Context: an optimization exercise on an open-source flow, tuned for small area. The choices shown serve that exercise and are no tape-out recipe. Only simulation tests tie the RTL to the original design; equivalence was not proved. The clock port is modelled as an ideal driver, which makes a skipped or thinned clock tree look cheaper than it is; a real chip needs a root buffer or a tree. Power and IR drop assume default switching activity.

==> flow/design.v <==
module rb_window_stream #(
    parameter int PIXEL_WIDTH = 8,
    parameter int K           = 3,
    parameter int IMG_WIDTH   = 128,
    parameter int IMG_HEIGHT  = 128
) (
    input  logic                                 clk,
    input  logic                                 rst,
    input  logic                                 in_valid,
    output logic                                 in_ready,
    input  logic [PIXEL_WIDTH-1:0]               in_pixel,
    input  logic                                 in_sof,
    output logic                                 out_valid,
    input  logic                                 out_ready,
    output logic [K*PIXEL_WIDTH-1:0]             out_col,
    output logic [$clog2(IMG_WIDTH)-1:0]         out_x,
    output logic [$clog2(IMG_HEIGHT)-1:0]        out_y,
    output logic                                 out_eof
);
    localparam int XW    = $clog2(IMG_WIDTH);
    localparam int YW    = $clog2(IMG_HEIGHT);
    localparam int PW    = PIXEL_WIDTH;
    localparam int DEPTH = (K - 1) * IMG_WIDTH + 1;    
    localparam logic [XW-1:0] X_LAST = XW'(IMG_WIDTH - 1);
    localparam logic [YW-1:0] Y_LAST = YW'(IMG_HEIGHT - 1);
    localparam logic [YW-1:0] Y_PRIM = YW'(K - 1);
    logic              adv;
    logic              accept;
    logic              move;        
    logic              s1_valid_reg;
    logic              s1_sof_reg;
    logic [PW-1:0]     s1_pixel_reg;
    logic              out_full_reg;
    logic [XW-1:0]     out_x_reg;   
    logic [YW-1:0]     out_y_reg;
    logic [XW-1:0]     s1_x;
    logic [YW-1:0]     s1_y;
    logic [PW-1:0]     sr [DEPTH];
    assign adv    = !out_valid || out_ready;
    assign in_ready = adv && !rst;
    assign accept = in_valid && adv && !rst;
    assign move   = adv && s1_valid_reg;
    always_comb begin
        if (s1_sof_reg) begin
            s1_x = '0;
            s1_y = '0;
        end else if (out_x_reg == X_LAST) begin
            s1_x = '0;
            s1_y = (out_y_reg == Y_LAST) ? '0 : out_y_reg + YW'(1);
        end else begin
            s1_x = out_x_reg + XW'(1);
            s1_y = out_y_reg;
        end
    end
    always_ff @(posedge clk) begin
        if (accept) begin
            s1_pixel_reg <= in_pixel;
            s1_sof_reg   <= in_sof;
        end
    end
    always_ff @(posedge clk) begin
        if (move) begin
            sr[0] <= s1_pixel_reg;
            for (int i = 1; i < DEPTH; i++) sr[i] <= sr[i-1];
        end
    end
    always_ff @(posedge clk) begin
        if (rst) begin
            s1_valid_reg <= 1'b0;
            out_full_reg <= 1'b0;
            out_x_reg    <= X_LAST;
            out_y_reg    <= Y_LAST;
        end else begin
            if (adv) begin
                s1_valid_reg <= accept;
                out_full_reg <= s1_valid_reg;
            end
            if (move) begin
                out_x_reg <= s1_x;
                out_y_reg <= s1_y;
            end
        end
    end
    assign out_valid = out_full_reg && (out_y_reg >= Y_PRIM);
    assign out_x     = out_x_reg;
    assign out_y     = out_y_reg;
    assign out_eof   = (out_x_reg == X_LAST) && (out_y_reg == Y_LAST);
    generate
        for (genvar k = 0; k < K; k++) begin : g_col
            assign out_col[(K-1-k)*PW +: PW] = sr[k*IMG_WIDTH];
        end
    endgenerate
endmodule
Settings: LEC_CHECK=0, CAP_MARGIN=20, CORE_MARGIN=2, CORE_UTILIZATION=75, GPL_TIMING_DRIVEN=0, SLEW_MARGIN=20; clock period 5.0 ns.
standard.sh (not shown) runs the stock make flow with config.mk's settings and CLKGATE_MAP_FILE= SYNTH_SCRIPT=/design/flow/synth_recipe.tcl, a recipe that flattens the netlist after the stock synthesis.
==> flow/flow/run.sh <==
#!/bin/bash
# Standard layout (standard.sh), except:
# - the clock tree is built by hand (flow/cts_hook.tcl, flow/trees.tcl): the
#   flip-flops are split into 64 equal clusters, each driven by an inverter,
#   under 8 inverters and two levels of clock buffers, so every flip-flop sees
#   two inversions and the same number of stages;
# - the shift register's enable is buffered by hand (flow/resize_hook.tcl),
#   with placement not timing-driven so that it adds no buffers of its own;
# - each port gets the smallest buffer.
set -euo pipefail
export PRE_CTS_TCL="$PWD/flow/cts_hook.tcl"
export PRE_GLOBAL_PLACE_TCL="$PWD/flow/place_hook.tcl"
export PRE_RESIZE_TCL="$PWD/flow/resize_hook.tcl"
export BUFFER_PORTS_ARGS="-buffer_cell sky130_fd_sc_hd__buf_1"
bash standard.sh > standard.log 2>&1
==> flow/flow/cts_hook.tcl <==
# Runs at the start of ORFS's cts.tcl: builds the clock tree by hand
# (flow/trees.tcl) and turns the CTS call that follows, and the cloning of
# clock inverters before it, into no-ops; the rest of the CTS step
# (legalisation, timing repair) runs as usual.
source [file join [file dirname [info script]] trees.tcl]
tr_clock clk {{64 sky130_fd_sc_hd__inv_12} {8 sky130_fd_sc_hd__inv_16} {2 sky130_fd_sc_hd__clkbuf_16} {1 sky130_fd_sc_hd__clkbuf_16}}
set_propagated_clock [all_clocks]
rename repair_clock_inverters ""
proc repair_clock_inverters {args} { puts "repair_clock_inverters skipped: tree built by flow/trees.tcl" }
rename clock_tree_synthesis ""
proc clock_tree_synthesis {args} { puts "clock_tree_synthesis skipped: tree built by flow/trees.tcl" }
==> flow/flow/place_hook.tcl <==
# Runs at the start of ORFS's global_place.tcl, before the ports are buffered:
# removes the buffers that synthesis put in (timing-driven placement would do
# this itself; this flow's placement is not timing-driven).
remove_buffers
==> flow/flow/resize_hook.tcl <==
# Runs before repair_design in ORFS's resize.tcl: buffers the shift register's
# enable (the net with the most sinks) by hand as 24 clusters under 3
# mid-level buffers (flow/trees.tcl), and keeps repair_design to the smaller
# buffers.
source [file join [file dirname [info script]] trees.tcl]
set_dont_use {sky130_fd_sc_hd__buf_6 sky130_fd_sc_hd__buf_8 sky130_fd_sc_hd__buf_12 sky130_fd_sc_hd__buf_16 sky130_fd_sc_hd__bufinv_8 sky130_fd_sc_hd__bufinv_16 sky130_fd_sc_hd__bufbuf_8 sky130_fd_sc_hd__bufbuf_16}
tr_fanout {{24 sky130_fd_sc_hd__inv_4} {3 sky130_fd_sc_hd__inv_4}}
==> flow/flow/trees.tcl <==
# Hand-built buffer trees. The sinks of a net are split by recursive bisection
# into equal-sized clusters, each driven by a buffer at its centre; the
# buffers of each level are grouped the same way under the next level's.

proc tr_split {items n} {
  # items: list of {iterm x y}; returns n groups of near-equal size, split
  # recursively across the wider side of their bounding box
  if {$n <= 1} { return [list $items] }
  set xs [lmap e $items {lindex $e 1}]; set ys [lmap e $items {lindex $e 2}]
  set dx [expr {[tcl::mathfunc::max {*}$xs] - [tcl::mathfunc::min {*}$xs]}]
  set dy [expr {[tcl::mathfunc::max {*}$ys] - [tcl::mathfunc::min {*}$ys]}]
  set k [expr {$dx >= $dy ? 1 : 2}]
  set s [lsort -real -index $k $items]
  set n1 [expr {$n / 2}]
  set h [expr {([llength $s] * $n1 + $n / 2) / $n}]
  return [concat [tr_split [lrange $s 0 [expr {$h-1}]] $n1] [tr_split [lrange $s $h end] [expr {$n - $n1}]]]
}

# Drive each group from a new buffer at the group's centre; returns the new
# buffers' inputs as the next level's items.
proc tr_level {groups master prefix sigtype} {
  set block [ord::get_db_block]
  set m [[ord::get_db] findMaster $master]
  set next {}
  set i 0
  foreach g $groups {
    set net [odb::dbNet_create $block "${prefix}_${i}_net"]
    $net setSigType $sigtype
    set buf [odb::dbInst_create $block $m "${prefix}_${i}"]
    foreach e $g {
      set it [lindex $e 0]
      if {[$it getNet] ne "NULL"} { $it disconnect }
      $it connect $net
    }
    foreach it [$buf getITerms] {
      if {[$it getIoType] eq "OUTPUT"} { $it connect $net }
    }
    set sx 0; set sy 0
    foreach e $g { set sx [expr {$sx + [lindex $e 1]}]; set sy [expr {$sy + [lindex $e 2]}] }
    set cx [expr {int($sx / [llength $g])}]; set cy [expr {int($sy / [llength $g])}]
    $buf setLocation $cx $cy
    $buf setPlacementStatus PLACED
    lappend next [list [$buf findITerm A] $cx $cy]
    incr i
  }
  return $next
}

proc tr_item {it} {
  set b [[$it getInst] getBBox]
  return [list $it [expr {([$b xMin]+[$b xMax])/2}] [expr {([$b yMin]+[$b yMax])/2}]]
}

# Build the tree for net's sinks (iterms); levels: list of {count master}
# from the leaves up. The top level's inputs go back on net.
proc tr_build {net sinks levels prefix sigtype} {
  set items [lmap it $sinks {tr_item $it}]
  puts "buffer tree $prefix: [llength $items] sinks on [$net getName]"
  set li 0
  foreach lv $levels {
    lassign $lv n master
    set items [tr_level [tr_split $items $n] $master "${prefix}_l${li}" $sigtype]
    puts "buffer tree $prefix: level $li, [llength $items] x $master"
    incr li
  }
  foreach e $items { [lindex $e 0] connect $net }
}

# The clock tree: every flip-flop's clock pin on the clock net.
proc tr_clock {clk_net_name levels} {
  set net [[ord::get_db_block] findNet $clk_net_name]
  set sinks {}
  foreach it [$net getITerms] {
    if {[[[$it getInst] getMaster] isSequential]} { lappend sinks $it }
  }
  tr_build $net $sinks $levels ct CLOCK
}

# The signal net with the most sinks (the shift register's enable); nets
# that reach a clock pin are skipped.
proc tr_widest_net {} {
  set best NULL; set bn 0
  foreach net [[ord::get_db_block] getNets] {
    if {[$net getSigType] ne "SIGNAL"} { continue }
    set its [$net getITerms]
    set n [llength $its]
    if {$n <= $bn} { continue }
    set clock 0
    foreach it $its { if {[[$it getMTerm] getSigType] eq "CLOCK"} { set clock 1; break } }
    if {$clock} { continue }
    if {$n > $bn} { set bn $n; set best $net }
  }
  return $best
}

proc tr_fanout {levels} {
  set net [tr_widest_net]
  set sinks {}
  foreach it [$net getITerms] {
    if {[$it getIoType] eq "INPUT"} { lappend sinks $it }
  }
  tr_build $net $sinks $levels ft SIGNAL
}
Change:
==> flow/flow/run.sh (replaced) <==
#!/bin/bash
# Standard layout, except: the clock tree is built by hand as 104 balanced leaf
# clusters under 13 mid-level buffers and one root buffer (flow/cts_hook.tcl);
# the shift register's enable is buffered by hand (flow/resize_hook.tcl), with
# placement not timing-driven so that it adds no buffers of its own; and each
# port gets the smallest buffer.
set -euo pipefail
export PRE_CTS_TCL="$PWD/flow/cts_hook.tcl"
export PRE_RESIZE_TCL="$PWD/flow/resize_hook.tcl"
export BUFFER_PORTS_ARGS="-buffer_cell sky130_fd_sc_hd__buf_1"
bash standard.sh > standard.log 2>&1
--- a/flow/flow/cts_hook.tcl
+++ b/flow/flow/cts_hook.tcl
@@ -6 +6 @@
-tr_clock clk {{64 sky130_fd_sc_hd__inv_12} {8 sky130_fd_sc_hd__inv_16} {2 sky130_fd_sc_hd__clkbuf_16} {1 sky130_fd_sc_hd__clkbuf_16}}
+tr_clock clk {{96 sky130_fd_sc_hd__inv_8} {12 sky130_fd_sc_hd__inv_16} {2 sky130_fd_sc_hd__clkbuf_16} {1 sky130_fd_sc_hd__clkbuf_16}}
--- a/flow/flow/resize_hook.tcl
+++ b/flow/flow/resize_hook.tcl
@@ -7 +7 @@
-tr_fanout {{24 sky130_fd_sc_hd__inv_4} {3 sky130_fd_sc_hd__inv_4}}
+tr_fanout {{24 sky130_fd_sc_hd__buf_4} {3 sky130_fd_sc_hd__buf_4}}
removed: flow/flow/place_hook.tcl
Result:
- setup slack gains 0.34 ns
- area after synthesis does not change
- sequential share of layout area falls by 0.30 points
- first-iteration DRC count came out lower by 11%
- core utilization climbs by 0.25 points
- hold slack degrades by 0.0032 ns
Change:
==> flow/flow/run.sh (replaced) <==
#!/bin/bash
# Standard layout (standard.sh), except:
# - the clock tree is built by hand (flow/cts_hook.tcl, flow/trees.tcl): the
#   flip-flops are split into 64 equal clusters, each driven by an inverter,
#   under 8 inverters and two levels of clock buffers, so every flip-flop sees
#   two inversions and the same number of stages;
# - the shift register's enable is buffered by hand (flow/resize_hook.tcl),
#   with placement not timing-driven so that it adds no buffers of its own;
# - synthesis's buffers are removed before placement (flow/place_hook.tcl),
#   as timing-driven placement would do;
# - each port gets the smallest buffer.
set -euo pipefail
export PRE_CTS_TCL="$PWD/flow/cts_hook.tcl"
export PRE_GLOBAL_PLACE_TCL="$PWD/flow/place_hook.tcl"
export PRE_RESIZE_TCL="$PWD/flow/resize_hook.tcl"
export BUFFER_PORTS_ARGS="-buffer_cell sky130_fd_sc_hd__buf_1"
bash standard.sh > standard.log 2>&1
--- a/flow/flow/cts_hook.tcl
+++ b/flow/flow/cts_hook.tcl
@@ -6 +6 @@
-tr_clock clk {{96 sky130_fd_sc_hd__inv_8} {12 sky130_fd_sc_hd__inv_16} {2 sky130_fd_sc_hd__clkbuf_16} {1 sky130_fd_sc_hd__clkbuf_16}}
+tr_clock clk {{60 sky130_fd_sc_hd__inv_12} {8 sky130_fd_sc_hd__inv_12} {2 sky130_fd_sc_hd__clkbuf_16} {1 sky130_fd_sc_hd__clkbuf_16}}
==> flow/flow/place_hook.tcl (new file) <==
# Runs at the start of ORFS's global_place.tcl, before the ports are buffered:
# removes the buffers that synthesis put in (timing-driven placement would do
# this itself; this flow's placement is not timing-driven).
remove_buffers
--- a/flow/flow/resize_hook.tcl
+++ b/flow/flow/resize_hook.tcl
@@ -2,3 +2,3 @@
-# enable (the net with the most sinks) by hand as 24 clusters under 3
-# mid-level buffers (flow/trees.tcl), and keeps repair_design to the smaller
-# buffers.
+# enable (the net with the most sinks) by hand as 24 clusters, each driven by
+# an inverter, under 3 inverters (flow/trees.tcl), and keeps repair_design to
+# the smaller buffers.
@@ -7 +7 @@
-tr_fanout {{24 sky130_fd_sc_hd__buf_4} {3 sky130_fd_sc_hd__buf_4}}
+tr_fanout {{24 sky130_fd_sc_hd__inv_4} {3 sky130_fd_sc_hd__inv_4}}
Effect:
- The changed run went through all stages and came out clean
- first-iteration DRC count rises by 8.4%
- area after synthesis does not change
- via count falls by 2.0%
- sequential share of layout area rises by 0.43 points
- total power falls by 1.7%
- worst hold slack degrades by 0.0084 ns
- utilization falls by 0.36 points
- final area falls by 0.46%
- routed wire length stays flat
- combinational power falls by 4.3%
Change:
--- a/flow/flow/run.sh
+++ b/flow/flow/run.sh
@@ -4 +4 @@
-#   flip-flops are split into 64 equal clusters, each driven by an inverter,
+#   flip-flops are split into 60 equal clusters, each driven by an inverter,
--- a/flow/flow/cts_hook.tcl
+++ b/flow/flow/cts_hook.tcl
@@ -6 +6 @@
-tr_clock clk {{60 sky130_fd_sc_hd__inv_12} {8 sky130_fd_sc_hd__inv_12} {2 sky130_fd_sc_hd__clkbuf_16} {1 sky130_fd_sc_hd__clkbuf_16}}
+tr_clock clk {{60 sky130_fd_sc_hd__inv_12} {8 sky130_fd_sc_hd__inv_12} {2 sky130_fd_sc_hd__clkbuf_8} {1 sky130_fd_sc_hd__clkbuf_16}}
--- a/flow/flow/trees.tcl
+++ b/flow/flow/trees.tcl
@@ -2,2 +2,3 @@
-# into equal-sized clusters, each driven by a buffer at its centre; the
-# buffers of each level are grouped the same way under the next level's.
+# into equal-sized clusters, each driven by a buffer or inverter at its
+# centre; the cells of each level are grouped the same way under the next
+# level's. A tree of inverters needs an even number of inverting levels.
@@ -19,2 +20,2 @@
-# Drive each group from a new buffer at the group's centre; returns the new
-# buffers' inputs as the next level's items.
+# Drive each group from a new cell (buffer or inverter) at the group's centre;
+# returns the new cells' inputs as the next level's items.
After rerunning: The changed run went through all stages and came out clean; sequential share of layout area hardly moves; design area barely changes; clock skew rises by 0.0038 ns; combinational power barely changes; routed wire length went down by 0.60%; core utilization stays flat; first-iteration DRC count came out higher by 3.3%.
Change:
--- a/flow/flow/run.sh
+++ b/flow/flow/run.sh
@@ -4 +4 @@
-#   flip-flops are split into 60 equal clusters, each driven by an inverter,
+#   flip-flops are split into 64 equal clusters, each driven by an inverter,
@@ -9,2 +8,0 @@
-# - synthesis's buffers are removed before placement (flow/place_hook.tcl),
-#   as timing-driven placement would do;
@@ -14 +11,0 @@
-export PRE_GLOBAL_PLACE_TCL="$PWD/flow/place_hook.tcl"
--- a/flow/flow/cts_hook.tcl
+++ b/flow/flow/cts_hook.tcl
@@ -6 +6 @@
-tr_clock clk {{60 sky130_fd_sc_hd__inv_12} {8 sky130_fd_sc_hd__inv_12} {2 sky130_fd_sc_hd__clkbuf_8} {1 sky130_fd_sc_hd__clkbuf_16}}
+tr_clock clk {{64 sky130_fd_sc_hd__inv_12} {8 sky130_fd_sc_hd__inv_16} {2 sky130_fd_sc_hd__clkbuf_16} {1 sky130_fd_sc_hd__clkbuf_16}}
--- a/flow/flow/resize_hook.tcl
+++ b/flow/flow/resize_hook.tcl
@@ -2,3 +2,3 @@
-# enable (the net with the most sinks) by hand as 24 clusters, each driven by
-# an inverter, under 3 inverters (flow/trees.tcl), and keeps repair_design to
-# the smaller buffers.
+# enable (the net with the most sinks) by hand as 24 clusters under 3
+# mid-level buffers (flow/trees.tcl), and keeps repair_design to the smaller
+# buffers.
--- a/flow/flow/trees.tcl
+++ b/flow/flow/trees.tcl
@@ -2,3 +2,2 @@
-# into equal-sized clusters, each driven by a buffer or inverter at its
-# centre; the cells of each level are grouped the same way under the next
-# level's. A tree of inverters needs an even number of inverting levels.
+# into equal-sized clusters, each driven by a buffer at its centre; the
+# buffers of each level are grouped the same way under the next level's.
@@ -20,2 +19,2 @@
-# Drive each group from a new cell (buffer or inverter) at the group's centre;
-# returns the new cells' inputs as the next level's items.
+# Drive each group from a new buffer at the group's centre; returns the new
+# buffers' inputs as the next level's items.
--- a/flow/config.mk
+++ b/flow/config.mk
@@ -10 +10 @@
-export CORE_UTILIZATION = 75
+export CORE_UTILIZATION = 78
removed: flow/flow/place_hook.tcl
After rerunning:
- The changed run never finished: it broke off in 3_5_place_dp
- synthesized cell count does not change
- area after synthesis does not change
Change:
--- a/flow/flow/run.sh
+++ b/flow/flow/run.sh
@@ -4 +4 @@
-#   flip-flops are split into 64 equal clusters, each driven by an inverter,
+#   flip-flops are split into 60 equal clusters, each driven by an inverter,
@@ -8,0 +9,2 @@
+# - synthesis's buffers are removed before placement (flow/place_hook.tcl),
+#   as timing-driven placement would do;
@@ -11,0 +14 @@
+export PRE_GLOBAL_PLACE_TCL="$PWD/flow/place_hook.tcl"
--- a/flow/flow/cts_hook.tcl
+++ b/flow/flow/cts_hook.tcl
@@ -6 +6 @@
-tr_clock clk {{64 sky130_fd_sc_hd__inv_12} {8 sky130_fd_sc_hd__inv_16} {2 sky130_fd_sc_hd__clkbuf_16} {1 sky130_fd_sc_hd__clkbuf_16}}
+tr_clock clk {{60 sky130_fd_sc_hd__inv_12} {8 sky130_fd_sc_hd__inv_12} {2 sky130_fd_sc_hd__clkbuf_8} {1 sky130_fd_sc_hd__clkbuf_16}}
==> flow/flow/place_hook.tcl (new file) <==
# Runs at the start of ORFS's global_place.tcl, before the ports are buffered:
# removes the buffers that synthesis put in (timing-driven placement would do
# this itself; this flow's placement is not timing-driven).
remove_buffers
--- a/flow/flow/resize_hook.tcl
+++ b/flow/flow/resize_hook.tcl
@@ -2,3 +2,3 @@
-# enable (the net with the most sinks) by hand as 24 clusters under 3
-# mid-level buffers (flow/trees.tcl), and keeps repair_design to the smaller
-# buffers.
+# enable (the net with the most sinks) by hand as 24 clusters, each driven by
+# an inverter, under 3 inverters (flow/trees.tcl), and keeps repair_design to
+# the smaller buffers.
--- a/flow/flow/trees.tcl
+++ b/flow/flow/trees.tcl
@@ -2,2 +2,3 @@
-# into equal-sized clusters, each driven by a buffer at its centre; the
-# buffers of each level are grouped the same way under the next level's.
+# into equal-sized clusters, each driven by a buffer or inverter at its
+# centre; the cells of each level are grouped the same way under the next
+# level's. A tree of inverters needs an even number of inverting levels.
@@ -19,2 +20,2 @@
-# Drive each group from a new buffer at the group's centre; returns the new
-# buffers' inputs as the next level's items.
+# Drive each group from a new cell (buffer or inverter) at the group's centre;
+# returns the new cells' inputs as the next level's items.
--- a/flow/config.mk
+++ b/flow/config.mk
@@ -7,0 +8 @@
+export ABC_CLOCK_PERIOD_IN_PS = 20000
@@ -10 +11 @@
-export CORE_UTILIZATION = 78
+export CORE_UTILIZATION = 75
The changed run went through all stages and came out clean.
Synthesized area does not change.
Synthesized cell count stays the same.
The clock cells of the first, second, third, fourth and sixth runs of this note come from the design's own scripts or RTL, not from TritonCTS.

## static timing again, ports no longer ideal
The flow's constraints put no driver on any port. The routed layouts listed below were extracted and timed again, unchanged, in two steps. Step 1 sets driving cells, clkbuf_16 on the clock port and buf_2 on the other inputs (assumed; they add their load-dependent delay and slew). Step 2 times the ports against the registers' clock, not the clock port: input delays grow and output delays shrink by t, the midpoint of the rising clock arrivals with the driver on. Three values: no drivers, after step 1, after step 2; two values: the first two.
run	t (ns)	setup WS [ns]	cell pins on the clock port's net
the first run	0.724	1.124 / 1.124 / 0.794	1
the second run	0.772	1.465 / 1.465 / 1.389	1
the third run	0.699	1.145 / 1.145 / 0.805	1
the fourth run	0.777	1.108 / 1.108 / 0.777	1
the sixth run	0.777	1.108 / 1.108 / 0.777	1
After both steps setup and hold are still met in every run listed. For the third run, which loses most, drivers alone change the setup slack by 0.000 ns; drivers and shift together by -0.340 ns.
